This is an optimization exercise on Yosys and OpenROAD, whose aim is small area, a short achievable clock period and few clock cycles per item, not a production implementation. The RTL of this run was laid out without a check of its function. Power figures rest on the tool's default switching activity, not on a simulated workload.

--- flow/run.sh ---
#!/bin/bash
# synth_recipe.tcl (not shown) runs the flow's synth.tcl, then flattens the netlist and writes it again
# the make line also repeats each setting of config.mk as NAME=value (left out here)
make -C /OpenROAD-flow-scripts/flow DESIGN_CONFIG=/design/flow/config.mk WORK_HOME=/design/flow/orfs CLKGATE_MAP_FILE= SYNTH_SCRIPT=/design/flow/synth_recipe.tcl finish
--- flow/config.mk ---
export PLATFORM = sky130hd
export DESIGN_NAME = rational_arith_unit
export DESIGN_NICKNAME = rational_arith_unit
export VERILOG_FILES = /design/flow/design.v
export SDC_FILE = /design/flow/constraint.sdc
export NUM_CORES = 4
export LEC_CHECK = 0
export CAP_MARGIN = 20
export CORE_MARGIN = 2
export CORE_UTILIZATION = 40
export SETUP_SLACK_MARGIN = 3.0
export SLEW_MARGIN = 20
--- flow/constraint.sdc ---
create_clock -name core_clock -period 8.0 [get_ports {clock}]
set_input_delay 1.6000 -clock core_clock [delete_from_list [all_inputs] [get_ports {clock}]]
set_output_delay 1.6000 -clock core_clock [all_outputs]
set_load 0.01 [all_outputs]
--- flow/design.v ---
   localparam logic [2:0] CMD_REDUCE = 3'd0;
   localparam logic [2:0] CMD_ADD    = 3'd1;
   localparam logic [2:0] CMD_SUB    = 3'd2;
   localparam logic [2:0] CMD_MUL    = 3'd3;
   localparam logic [2:0] CMD_DIV    = 3'd4;
   localparam logic [2:0] CMD_EQ     = 3'd5;
   localparam logic [2:0] CMD_LT     = 3'd6;
   localparam logic [1:0] STATUS_OK       = 2'd0;
   localparam logic [1:0] STATUS_ZERO_DEN = 2'd1;
   localparam logic [1:0] STATUS_OVERFLOW = 2'd2;
module rau_cadd #(
   parameter int N = 64
) (
   input  logic [N-1:0] a,
   input  logic [N-1:0] b,
   output logic [N-1:0] sum0,
   output logic [N-1:0] sum1,
   output logic         cout1
);
   localparam int L = $clog2(N);
   logic [N-1:0] g [0:L];
   logic [N-1:0] p [0:L];
   logic [N-1:0] c0, c1;
   assign g[0] = a & b;
   assign p[0] = a ^ b;
   for (genvar l = 0; l < L; l++) begin : g_lvl
      for (genvar i = 0; i < N; i++) begin : g_bit
         if (((i >> l) & 1) == 1) begin : g_op
            localparam int J = ((i >> l) << l) - 1;
            assign g[l+1][i] = g[l][i] | (p[l][i] & g[l][J]);
            assign p[l+1][i] = p[l][i] & p[l][J];
         end else begin : g_pass
            assign g[l+1][i] = g[l][i];
            assign p[l+1][i] = p[l][i];
         end
      end
   end
   assign c0 = {g[L][N-2:0], 1'b0};
   assign c1 = {g[L][N-2:0] | p[L][N-2:0], 1'b1};
   assign sum0  = p[0] ^ c0;
   assign sum1  = p[0] ^ c1;
   assign cout1 = g[L][N-1] | p[L][N-1];
endmodule
module rational_arith_unit #(
   parameter int WORD_BITS = 32
) (
   input  logic                        clock,
   input  logic                        reset,
   input  logic                        req_push,
   output logic                        req_full,
   input  logic        [2:0]           req_command,
   input  logic signed [WORD_BITS-1:0] req_a_num,
   input  logic signed [WORD_BITS-1:0] req_a_den,
   input  logic signed [WORD_BITS-1:0] req_b_num,
   input  logic        [WORD_BITS-2:0] req_b_den,
   output logic                        rsp_empty,
   input  logic                        rsp_pop,
   output logic signed [WORD_BITS-1:0] rsp_res_num,
   output logic        [WORD_BITS-2:0] rsp_res_den,
   output logic                        rsp_compare_true,
   output logic        [1:0]           rsp_status
);
   localparam logic [2:0] CMD_REDUCE = 3'd0;
   localparam logic [2:0] CMD_ADD    = 3'd1;
   localparam logic [2:0] CMD_SUB    = 3'd2;
   localparam logic [2:0] CMD_MUL    = 3'd3;
   localparam logic [2:0] CMD_DIV    = 3'd4;
   localparam logic [2:0] CMD_EQ     = 3'd5;
   localparam logic [2:0] CMD_LT     = 3'd6;
   localparam logic [1:0] STATUS_OK       = 2'd0;
   localparam logic [1:0] STATUS_ZERO_DEN = 2'd1;
   localparam logic [1:0] STATUS_OVERFLOW = 2'd2;
   localparam int W = WORD_BITS;
   localparam int MW = 2 * W;
   localparam int R = 4;                  
   localparam int NSTEP = (W + R - 1) / R;
   localparam int LW = NSTEP * R;         
   localparam int QW = W + LW;
   localparam int CNTW = $clog2(NSTEP);
   logic          s1_full, s1_prep, s1_mul;
   logic [CNTW-1:0] cnt_ff;
   logic [QW-1:0] q0_ff, q1_ff, q2_ff;
   logic [W-1:0]  xb_ff, xd_ff;
   logic [W+1:0]  x3b_ff, x3d_ff;        
   logic          c1_const, c1_cmp, c1_lt, c1_neg0, c1_neg1, c1_neg2, c1_use1, c1_inv;
   logic [1:0]    c1_cst;
   logic          st_idle, st_sum, st_gcd, st_const;
   logic [MW-1:0] ra_ff, rx_ff, rb_ff;
   logic [W-1:0]  m00_ff, m01_ff, m10_ff, m11_ff;
   logic          cmp_ff, lt_ff, neg0_ff, neg1_ff, neg2_ff, use1_ff, inv_ff;
   logic          nneg_ff, ovf_ff, cap_ff;
   logic [W-2:0]  tm_ff;
   logic [1:0]    cst_ff;
   logic          ovalid_ff;
   logic [W-1:0]  onum_ff;
   logic [W-2:0]  oden_ff;
   logic          ocmp_ff;
   logic [1:0]    ost_ff;
   logic         an_n, ad_n, bn_n;
   logic [W-1:0] an, ad, bn, bd;
   logic         zd, kconst, kcmp, klt, kred, neg0, neg1, neg2, use1;
   logic [W-1:0] ld_xb, ld_q2;
   assign an_n = req_a_num[W-1];
   assign ad_n = req_a_den[W-1];
   assign bn_n = req_b_num[W-1];
   assign an   = an_n ? W'(-req_a_num) : W'(req_a_num);
   assign ad   = ad_n ? W'(-req_a_den) : W'(req_a_den);
   assign bn   = bn_n ? W'(-req_b_num) : W'(req_b_num);
   assign bd   = {1'b0, req_b_den};
   always_comb begin
      zd = 1'b0; kconst = 1'b0; kcmp = 1'b0; klt = 1'b0; kred = 1'b0;
      neg0 = 1'b0; neg1 = 1'b0; neg2 = 1'b0; use1 = 1'b0;
      ld_xb = bd; ld_q2 = bd;
      case (req_command)
         CMD_REDUCE: begin
            kred = 1'b1; neg0 = an_n; neg2 = ad_n; ld_q2 = ad;
            zd = (req_a_den == '0);
         end
         CMD_ADD, CMD_SUB: begin
            neg0 = an_n; neg1 = bn_n ^ ad_n ^ (req_command == CMD_SUB); neg2 = ad_n;
            use1 = 1'b1;
            zd = (req_a_den == '0) || (req_b_den == '0);
         end
         CMD_MUL: begin
            ld_xb = bn;
            neg0 = an_n ^ bn_n; neg2 = ad_n;
            zd = (req_a_den == '0) || (req_b_den == '0);
         end
         CMD_DIV: begin
            ld_q2 = bn;
            neg0 = an_n; neg2 = ad_n ^ bn_n;
            zd = (req_a_den == '0) || (req_b_num == '0);
         end
         CMD_EQ, CMD_LT: begin
            kcmp = 1'b1; klt = (req_command == CMD_LT);
            neg0 = an_n ^ ad_n; neg1 = bn_n; use1 = 1'b1;
            zd = (req_a_den == '0) || (req_b_den == '0);
         end
         default: begin
            kconst = 1'b1;
         end
      endcase
   end
   function automatic logic [W+1:0] mdig(logic [W-1:0] x, logic [W+1:0] x3, logic [1:0] k);
      case (k)
         2'd0:    mdig = '0;
         2'd1:    mdig = (W+2)'(x);
         2'd2:    mdig = (W+2)'({x, 1'b0});
         default: mdig = x3;
      endcase
   endfunction
   function automatic logic [W+R-1:0] mstep(logic [W-1:0] hi, logic [W-1:0] x,
                                            logic [W+1:0] x3, logic [R-1:0] d);
      mstep = (W+R)'(hi) + (W+R)'(mdig(x, x3, d[1:0])) + ((W+R)'(mdig(x, x3, d[3:2])) << 2);
   endfunction
   logic [W+R-1:0] t0, t1, t2;
   assign t0 = mstep(q0_ff[QW-1:LW], xb_ff, x3b_ff, q0_ff[R-1:0]);
   assign t1 = mstep(q1_ff[QW-1:LW], xd_ff, x3d_ff, q1_ff[R-1:0]);
   assign t2 = mstep(q2_ff[QW-1:LW], xd_ff, x3d_ff, q2_ff[R-1:0]);
   logic [MW-1:0] sum0, sum1;
   logic          ge;
   assign rb_ff = ~rx_ff;
   rau_cadd #(.N(MW)) u_add (
      .a(ra_ff), .b(rx_ff), .sum0, .sum1, .cout1(ge)
   );
   logic          a_odd, b_odd, both_odd, both_ev, a_eq_b, a_zero;
   assign a_odd    = ra_ff[0];
   assign b_odd    = rb_ff[0];
   assign both_odd = a_odd && b_odd;
   assign both_ev  = !a_odd && !b_odd;
   assign a_eq_b   = (ra_ff == rb_ff);
   assign a_zero   = (ra_ff == '0);
   logic [MW-1:0] nsum;
   logic          nsign, cmp_res;
   always_comb begin
      if (!use1_ff) begin
         nsum = ra_ff; nsign = neg0_ff;
      end else if (!inv_ff) begin
         nsum = sum0; nsign = neg0_ff;
      end else if (ge) begin
         nsum = sum1; nsign = neg0_ff;
      end else begin
         nsum = ~sum0; nsign = neg1_ff;
      end
   end
   always_comb begin
      if (lt_ff) begin
         case ({neg0_ff, neg1_ff})
            2'b00:   cmp_res = !ge;
            2'b11:   cmp_res = ge && !a_eq_b;
            2'b10:   cmp_res = !(a_zero && a_eq_b);
            default: cmp_res = 1'b0;
         endcase
      end else begin
         cmp_res = a_eq_b && ((neg0_ff == neg1_ff) || a_zero);
      end
   end
   logic [W:0]    s0, s1;
   assign s0 = {1'b0, m00_ff} + {1'b0, m01_ff};
   assign s1 = {1'b0, m10_ff} + {1'b0, m11_ff};
   logic          a_side, b_side;
   logic [MW-1:0] va, vb, vc;
   logic [1:0]    sha, shb, shc;
   logic [MW-1:0] ra_g, rb_g;
   logic [W-1:0]  m00_g, m01_g, m10_g, m11_g;
   logic          g_ovf;
   function automatic logic [1:0] shamt(logic [3:1] v);
      shamt = v[1] ? 2'd0 : v[2] ? 2'd1 : v[3] ? 2'd2 : 2'd3;
   endfunction
   function automatic logic [W-1:0] shl(logic [W-1:0] v, logic [1:0] s);
      case (s)
         2'd0:    shl = v << 1;
         2'd1:    shl = v << 2;
         2'd2:    shl = v << 3;
         default: shl = v << 4;
      endcase
   endfunction
   function automatic logic [MW-1:0] shr(logic [MW-1:0] v, logic [1:0] s);
      case (s)
         2'd0:    shr = v >> 1;
         2'd1:    shr = v >> 2;
         2'd2:    shr = v >> 3;
         default: shr = v >> 4;
      endcase
   endfunction
   function automatic logic lost(logic [W-1:0] v, logic [1:0] s);
      case (s)
         2'd0:    lost = v[W-1];
         2'd1:    lost = |v[W-1:W-2];
         2'd2:    lost = |v[W-1:W-3];
         default: lost = |v[W-1:W-4];
      endcase
   endfunction
   logic [MW-1:0] vab;
   logic [W-2:0]  tm_now, tm;
   logic          len_ovf;
   assign vab = ra_ff | rb_ff;
   for (genvar j = 0; j < W - 1; j++) begin : g_tm
      assign tm_now[j] = |vab[MW-1:j+33];
   end
   assign tm = cap_ff ? tm_now : tm_ff;
   assign len_ovf = ((ra_ff[MW-1:W-1] == '0) && ((ra_ff[W-2:0] & ~tm) == '0))
                 || ((rb_ff[MW-1:W-1] == '0) && ((rb_ff[W-2:0] & ~tm) == '0));
   assign a_side = (!a_odd && b_odd) || (both_odd && ge && !a_eq_b);
   assign b_side = (a_odd && !b_odd) || (both_odd && !ge);
   assign va  = both_odd ? sum1 : ra_ff;
   assign vb  = both_odd ? ~sum0 : rb_ff;
   assign vc  = ra_ff | rb_ff;
   assign sha = shamt(va[3:1]);
   assign shb = shamt(vb[3:1]);
   assign shc = shamt(vc[3:1]);
   logic [1:0]    sa, sb;
   logic [MW-1:0] ra_sh, rb_sh;
   logic [W-1:0]  m00_sh, m01_sh, m10_sh, m11_sh;
   assign sa     = both_ev ? shc : sha;
   assign sb     = both_ev ? shc : shb;
   assign ra_sh  = shr(va, sa);
   assign rb_sh  = shr(vb, sb);
   assign m00_sh = shl(m00_ff, sha);
   assign m10_sh = shl(m10_ff, sha);
   assign m01_sh = shl(m01_ff, shb);
   assign m11_sh = shl(m11_ff, shb);
   always_comb begin
      ra_g  = (both_ev || a_side) ? ra_sh : ra_ff;
      rb_g  = (both_ev || b_side) ? rb_sh : rb_ff;
      m00_g = m00_ff; m01_g = m01_ff; m10_g = m10_ff; m11_g = m11_ff;
      g_ovf = 1'b0;
      if (a_side) begin
         m00_g = m00_sh;
         m10_g = m10_sh;
         g_ovf = lost(m00_ff, sha) || lost(m10_ff, sha);
      end
      if (b_side) begin
         m01_g = m01_sh;
         m11_g = m11_sh;
         g_ovf = lost(m01_ff, shb) || lost(m11_ff, shb);
      end
      if (a_side && both_odd) begin
         m01_g = s0[W-1:0]; m11_g = s1[W-1:0];
      end
      if (b_side && both_odd) begin
         m00_g = s0[W-1:0]; m10_g = s1[W-1:0];
      end
      if ((a_side || b_side) && both_odd && (s0[W] || s1[W])) g_ovf = 1'b1;
   end
   logic [W-1:0] f_num;
   assign f_num = (m00_ff ^ {W{nneg_ff}}) + (m01_ff ^ {W{nneg_ff}}) + {nneg_ff, 1'b0};
   logic         f_ovf;
   assign f_ovf = s0[W] || s1[W] || s1[W-1] || (s0[W-1] && (!nneg_ff || (s0[W-2:0] != '0)));
   logic         fin, wr, accept, stall, handoff;
   logic [W-1:0] w_num;
   logic [W-2:0] w_den;
   logic         w_cmp;
   logic [1:0]   w_st;
   always_comb begin
      fin = 1'b0;
      w_num = '0; w_den = (W-1)'(1); w_cmp = 1'b0; w_st = STATUS_OK;
      if (st_const) begin
         fin = 1'b1; w_st = cst_ff;
      end
      if (st_sum && cmp_ff) begin
         fin = 1'b1; w_cmp = cmp_res;
      end
      if (st_gcd) begin
         if (a_zero) begin
            fin = 1'b1;
         end else if (ovf_ff) begin
            fin = 1'b1; w_st = STATUS_OVERFLOW;
         end else if (both_odd && a_eq_b) begin
            fin = 1'b1;
            if (f_ovf) w_st = STATUS_OVERFLOW;
            else begin
               w_num = f_num; w_den = s1[W-2:0];
            end
         end else if (len_ovf) begin
            fin = 1'b1; w_st = STATUS_OVERFLOW;
         end
      end
   end
   assign wr       = fin && (!ovalid_ff || rsp_pop);
   assign stall    = fin && !wr;
   assign handoff  = s1_full && !s1_prep && !s1_mul && (st_idle || wr);
   assign req_full = s1_full;
   assign accept   = req_push && !req_full;
   always_ff @(posedge clock) begin
      if (reset) begin
         s1_full <= 1'b0;
         s1_prep <= 1'b0;
         s1_mul  <= 1'b0;
      end else if (accept) begin
         s1_full <= 1'b1;
         s1_prep <= !(kconst || zd) && !kred;
         s1_mul  <= 1'b0;
      end else begin
         if (handoff) s1_full <= 1'b0;
         if (s1_prep) begin
            s1_prep <= 1'b0;
            s1_mul  <= 1'b1;
         end
         if (s1_mul && cnt_ff == CNTW'(NSTEP - 1)) s1_mul <= 1'b0;
      end
   end
   always_ff @(posedge clock) begin
      if (accept) begin
         cnt_ff   <= '0;
         q0_ff    <= QW'(an);
         q1_ff    <= QW'(bn);
         q2_ff    <= QW'(ld_q2);
         xb_ff    <= ld_xb;
         xd_ff    <= ad;
         c1_const <= kconst || zd;
         c1_cmp   <= kcmp;
         c1_lt    <= klt;
         c1_neg0  <= neg0;
         c1_neg1  <= neg1;
         c1_neg2  <= neg2;
         c1_use1  <= use1;
         c1_inv   <= kcmp || (neg0 != neg1);
         c1_cst   <= zd ? STATUS_ZERO_DEN : STATUS_OK;
      end else if (s1_prep) begin
         x3b_ff <= (W+2)'(xb_ff) + (W+2)'({xb_ff, 1'b0});
         x3d_ff <= (W+2)'(xd_ff) + (W+2)'({xd_ff, 1'b0});
      end else if (s1_mul) begin
         cnt_ff <= cnt_ff + 1'b1;
         q0_ff  <= {t0, q0_ff[LW-1:R]};
         q1_ff  <= {t1, q1_ff[LW-1:R]};
         q2_ff  <= {t2, q2_ff[LW-1:R]};
      end
   end
   always_ff @(posedge clock) begin
      if (reset) begin
         st_idle  <= 1'b1;
         st_sum   <= 1'b0;
         st_gcd   <= 1'b0;
         st_const <= 1'b0;
      end else if (handoff) begin
         st_idle  <= 1'b0;
         st_sum   <= !c1_const && c1_use1;
         st_gcd   <= !c1_const && !c1_use1;
         st_const <= c1_const;
      end else if (wr) begin
         st_idle  <= 1'b1;
         st_sum   <= 1'b0;
         st_gcd   <= 1'b0;
         st_const <= 1'b0;
      end else if (!stall) begin
         if (st_sum) begin
            st_sum <= 1'b0;
            st_gcd <= 1'b1;
         end
      end
   end
   always_ff @(posedge clock) begin
      if (handoff) begin
         ra_ff   <= q0_ff[MW-1:0];
         rx_ff   <= c1_use1 ? (c1_inv ? ~q1_ff[MW-1:0] : q1_ff[MW-1:0]) : ~q2_ff[MW-1:0];
         m00_ff  <= W'(1);
         m01_ff  <= c1_use1 ? q2_ff[MW-1:W] : '0;
         m10_ff  <= '0;
         m11_ff  <= c1_use1 ? q2_ff[W-1:0] : W'(1);
         nneg_ff <= c1_neg0 ^ c1_neg2;
         ovf_ff  <= 1'b0;
         cap_ff  <= 1'b1;
         cmp_ff  <= c1_cmp;
         lt_ff   <= c1_lt;
         neg0_ff <= c1_neg0;
         neg1_ff <= c1_neg1;
         neg2_ff <= c1_neg2;
         use1_ff <= c1_use1;
         inv_ff  <= c1_inv || !c1_use1;
         cst_ff  <= c1_cst;
      end else if (!stall) begin
         if (st_sum) begin
            ra_ff   <= nsum;
            rx_ff   <= ~{m01_ff, m11_ff};
            nneg_ff <= nsign ^ neg2_ff;
            inv_ff  <= 1'b1;
            m01_ff  <= '0;
            m11_ff  <= W'(1);
         end
         if (st_gcd) begin
            ra_ff  <= ra_g;
            rx_ff  <= ~rb_g;
            ovf_ff <= g_ovf;
            cap_ff <= both_ev;
            if (cap_ff) tm_ff <= tm_now;
            m00_ff <= m00_g;
            m01_ff <= m01_g;
            m10_ff <= m10_g;
            m11_ff <= m11_g;
         end
      end
   end
   always_ff @(posedge clock) begin
      if (reset) begin
         ovalid_ff <= 1'b0;
      end else begin
         ovalid_ff <= wr || (ovalid_ff && !rsp_pop);
      end
      if (wr) begin
         onum_ff <= w_num;
         oden_ff <= w_den;
         ocmp_ff <= w_cmp;
         ost_ff  <= w_st;
      end
   end
   assign rsp_empty        = !ovalid_ff;
   assign rsp_res_num      = onum_ff;
   assign rsp_res_den      = oden_ff;
   assign rsp_compare_true = ocmp_ff;
   assign rsp_status       = ost_ff;
endmodule
==> run summary <==
layout make-up:
cell class / count / area (um2)
Fill cell: 16100 / 88600
Multi-Input combinational cell: 6422 / 45200
Sequential cell: 708 / 19500
Timing Repair Buffer: 446 / 4380
Tap cell: 2189 / 2740
Clock buffer: 117 / 2540
Inverter: 205 / 801
Clock inverter: 55 / 676
Timing Repair inverter: 2 / 17.5
Antenna cell: 4 / 10.0
worst register-to-register path: stages (launching register included):
cell	delay (ps)
edfxtp_1	520
ha_1	500
and2_1	230
o211ai_1	110
buf_4	160
a21oi_1	130
buf_4	190
a211oi_4	90
buf_4	170
a211oi_4	420
nor2_1	120
buf_6	170
clkinvlp_4	170
buf_4	150
a21oi_4	60
o41ai_2	410
xnor2_2	230
a21oi_1	170
mux2i_1	270
o21ai_0	110
a221o_1	350
kinds of logic after synthesis:
group / Yosys count
buffers and inverters: 726
AOI/OAI and AO/OA: 2657
muxes: 370
and+or+nand+nor: 2381
xor gates and xnor gates: 517
adders and majority gates: 488
DFF: 708
metrics by stage:
stage          cell area [um2]  instances  hold WS [ps]  util, %  worst slack (ps)
2_1_floorplan            66000       7847           400        -              3040
3_3_place_gp             69900       9841           408     42.5              1630
3_5_place_dp             70000       9841           405     42.5              1570
4_1_cts                  74200      10100           419     45.1              2960
5_1_grt                  75900      10100           441     46.1              2900
6_report                 75900      10100           416     46.1              2990
worst max path at each step:
stage | to | depth (start not counted)
after floorplan | q2_ff[29]$_DFFE_PP_ | 13
after global placement | m01_ff[3]$_DFFE_PP_ | 17
after detailed placement | m01_ff[4]$_DFFE_PP_ | 17
after CTS | m01_ff[4]$_DFFE_PP_ | 18
after global routing | flop | 18
final | flop | 20
metal layers:
metal / global-route usage, % / up-vias / part of all wire (%)
met5: 0 / - / 0.024
met4: 15.9 / 10 / 5.9
met3: 6.70 / 697 / 11
met2: 47.5 / 3781 / 42
met1: 44.4 / 31300 / 41
li1: - / 29200 / -
power by group:
group	internal, W	switching, W
Sequential	0.00464	0.000962
Clock	0.00270	0.00183
Combinational	0.00498	0.00838
flip-flops by register name, indices dropped and copies added, names as in the netlist, 31 cells and up, named ones only:
register and flops:
m00_ff 32, m01_ff 32, m10_ff 32, m11_ff 32, oden_ff 31, onum_ff 32, q0_ff 64, q1_ff 64
q2_ff 64, ra_ff 64, tm_ff 31, x3b_ff 34, x3d_ff 34, xb_ff 32, xd_ff 32
placed cells by master (no fill, tap or decap), types with 37 or more instances in the layout:
cell type / count
a211oi_1: 158
a21o_1: 136
a21oi_1: 701
a22o_1: 217
a311oi_1: 39
a31oi_1: 39
and3_1: 51
buf_4: 193
clkbuf_16: 102
clkdlybuf4s50_1: 200
dfxtp_1: 171
edfxtp_1: 535
fa_1: 101
ha_1: 365
inv_1: 192
mux2_2: 206
mux2i_1: 139
nand2_1: 889
nand2b_1: 90
nand3_1: 139
nand3b_1: 37
nand4_1: 51
nor2_1: 607
nor2b_1: 64
nor3_1: 135
nor4_1: 46
o211ai_1: 61
o21a_1: 50
o21ai_0: 629
o21bai_1: 45
o22ai_1: 148
o31ai_1: 46
or3_1: 107
xnor2_1: 328
xor2_1: 166
what timing repair did:
action                     in CTS  in global routing
gates resized for setup       122                214
setup buffers                  42                 70
cloned                          7                 12
pin swaps                      16                 39
setup endpoints to repair     650                567
==> impl_metrics.ini <==
[worst_setup_path]
critical_path.cell_chain = ha_1 -> and2_1 -> o211ai_1 -> buf_4 -> a21oi_1 -> buf_4 -> a211oi_4 -> buf_4 -> a211oi_4 -> nor2_1 -> buf_6 -> clkinvlp_4 -> buf_4 -> a21oi_4 -> o41ai_2 -> xnor2_2 -> a21oi_1 -> mux2i_1 -> o21ai_0 -> a221o_1
critPathLaunchType = flop
crit_required_ps = 8470
arrival_ps = 5480
slowest_stage = edfxtp_1
path_class = reg -> reg
ff2ff_setup_slack_ps = 2990
cp_num_buf_inv = 6
critPathCaptureType = flop
cp_common_cell = buf_4
crit_family = compound AO/OA/AOI/OAI gates
worstRegToRegCells = 20
slowest_delay_ps = 520
cp_max_fo = 9

[pwr]
vdd_drop_max_uv = 176
power_leakage_nw = 28.9
pwr_density_cell_mw_per_mm2 = 310
finalPower_w = 0.0235

[grt]
grt_use_total_pct = 32.2
gr-total-overflow = 0
grt_pass1_vias = 60100
grt_max_degree = 101
grt_pass1_wl_um = 407000
grt_antenna_before_repair = 13

[yosys]
yosys.area_share.simple_pct = 16.6
synth_nets = 8469
synth_fa_ha_area_share_pct = 10.4
synth_top_area_share_pct = 24.3
synth_mux_area_share_pct = 6.42
synth_ff_type = edfxtp_1
synth_edf_count = 535
synth_common_cells = nand2_1, a21oi_1, o21ai_0
syn-cell-area_mm2 = 0.0660
yosysMostFrequentCell = nand2_1
syn_area_per_cell_um2 = 8.41
synth.area.top_cells = edfxtp_1, ha_1, a21oi_1
yosys.area.top_type = edfxtp_1
synth_warnings = 4
synthXorXnorAreaFrac_pct = 6.86
synth-compound-area-share_pct = 25.9
yosysSeqAreaShare_pct = 29.6
ys_types = 98
synth_top_family_by_area = compound AO/OA/AOI/OAI gates
synth_seq_cells = 708
postSynth.asyncResetShare_pct = 0
netlist_instances = 7847

[min_path]
hp-class = reg -> reg
hold_start = c1_lt$_SDFFCE_PP0P_
hold_path_end = lt_ff$_DFFE_PN_
holdPathStages = 0

[sta]
fin_skew_ps = 39.9
rsz0062_at_grt = true
max_freq_mhz = 200
worst-slew-pin-transition_ps = 1300
slew_viol_final = 0
maxSlewHeadroom_pct = 13.4
finalSetupViolCount = 0
period_needed_ps = 5010
post-route-period-util_pct = 62.6
finalHoldViolations = 0
tns_ps = 0

[floorplanning]
io_pins = 202
initial_utilization_pct = 40.1
num_rows = 149
die_y_um = 410
core_area_mm2 = 0.164
die_area_mm2 = 0.168
die_x_um = 410

[placement]
io_buffers = 201
gp_congestion = 1.04
dp_hpwl_um = 211000

[cells_and_area]
fin_nets = 8498
syn2layout_area_growth_pct = 15.0
drive_gt1_share_pct = 11.6

[detailed_routing]
vias = 65000
initialDrtViolationCount = 8018
wl_per_cell_um = 28.1
drcViolationCount = 0
drtPass1Iterations = 7
drtAntennaViolNets = 0
viasPerCell = 6.41
wl_um = 285000

[run_status]
outcome = complete, no violations

[clocking]
clk_latency_ps = 740
clock-sinks = 708
clockBufferDepth = 3
htreeDepth = 3
cts-root-buf = clkbuf_16
clkTransAtPathRegs_ps = 60
hold_buffers = 0
cts_tree = done
cts_buffers = 91

[job]
cap_violations = 0

[what the ideal ports hide]
No port has a modelled driver above. Below, the same layout with a new extraction and two added sets of constraints.
Step 1 assumes that a clkbuf_16 drives the clock port and a buf_2 every other input.
Step 2, shift: input delay + t, output delay - t, t = (earliest + latest rising clock arrival at the registers) / 2. This alone moves slack from input paths to output paths.
a / b / c = no drivers / after step 1 / after step 2; a / b = the first two.
t, ns: 0.807
setup WS [ns]: 2.992 / 2.992 / 2.328
worst hold slack (ns): 0.416 / 0.416 / 0.416
After both steps this run still meets setup and hold. For this run, drivers alone change the setup slack by 0.000 ns; drivers and shift together by -0.664 ns.
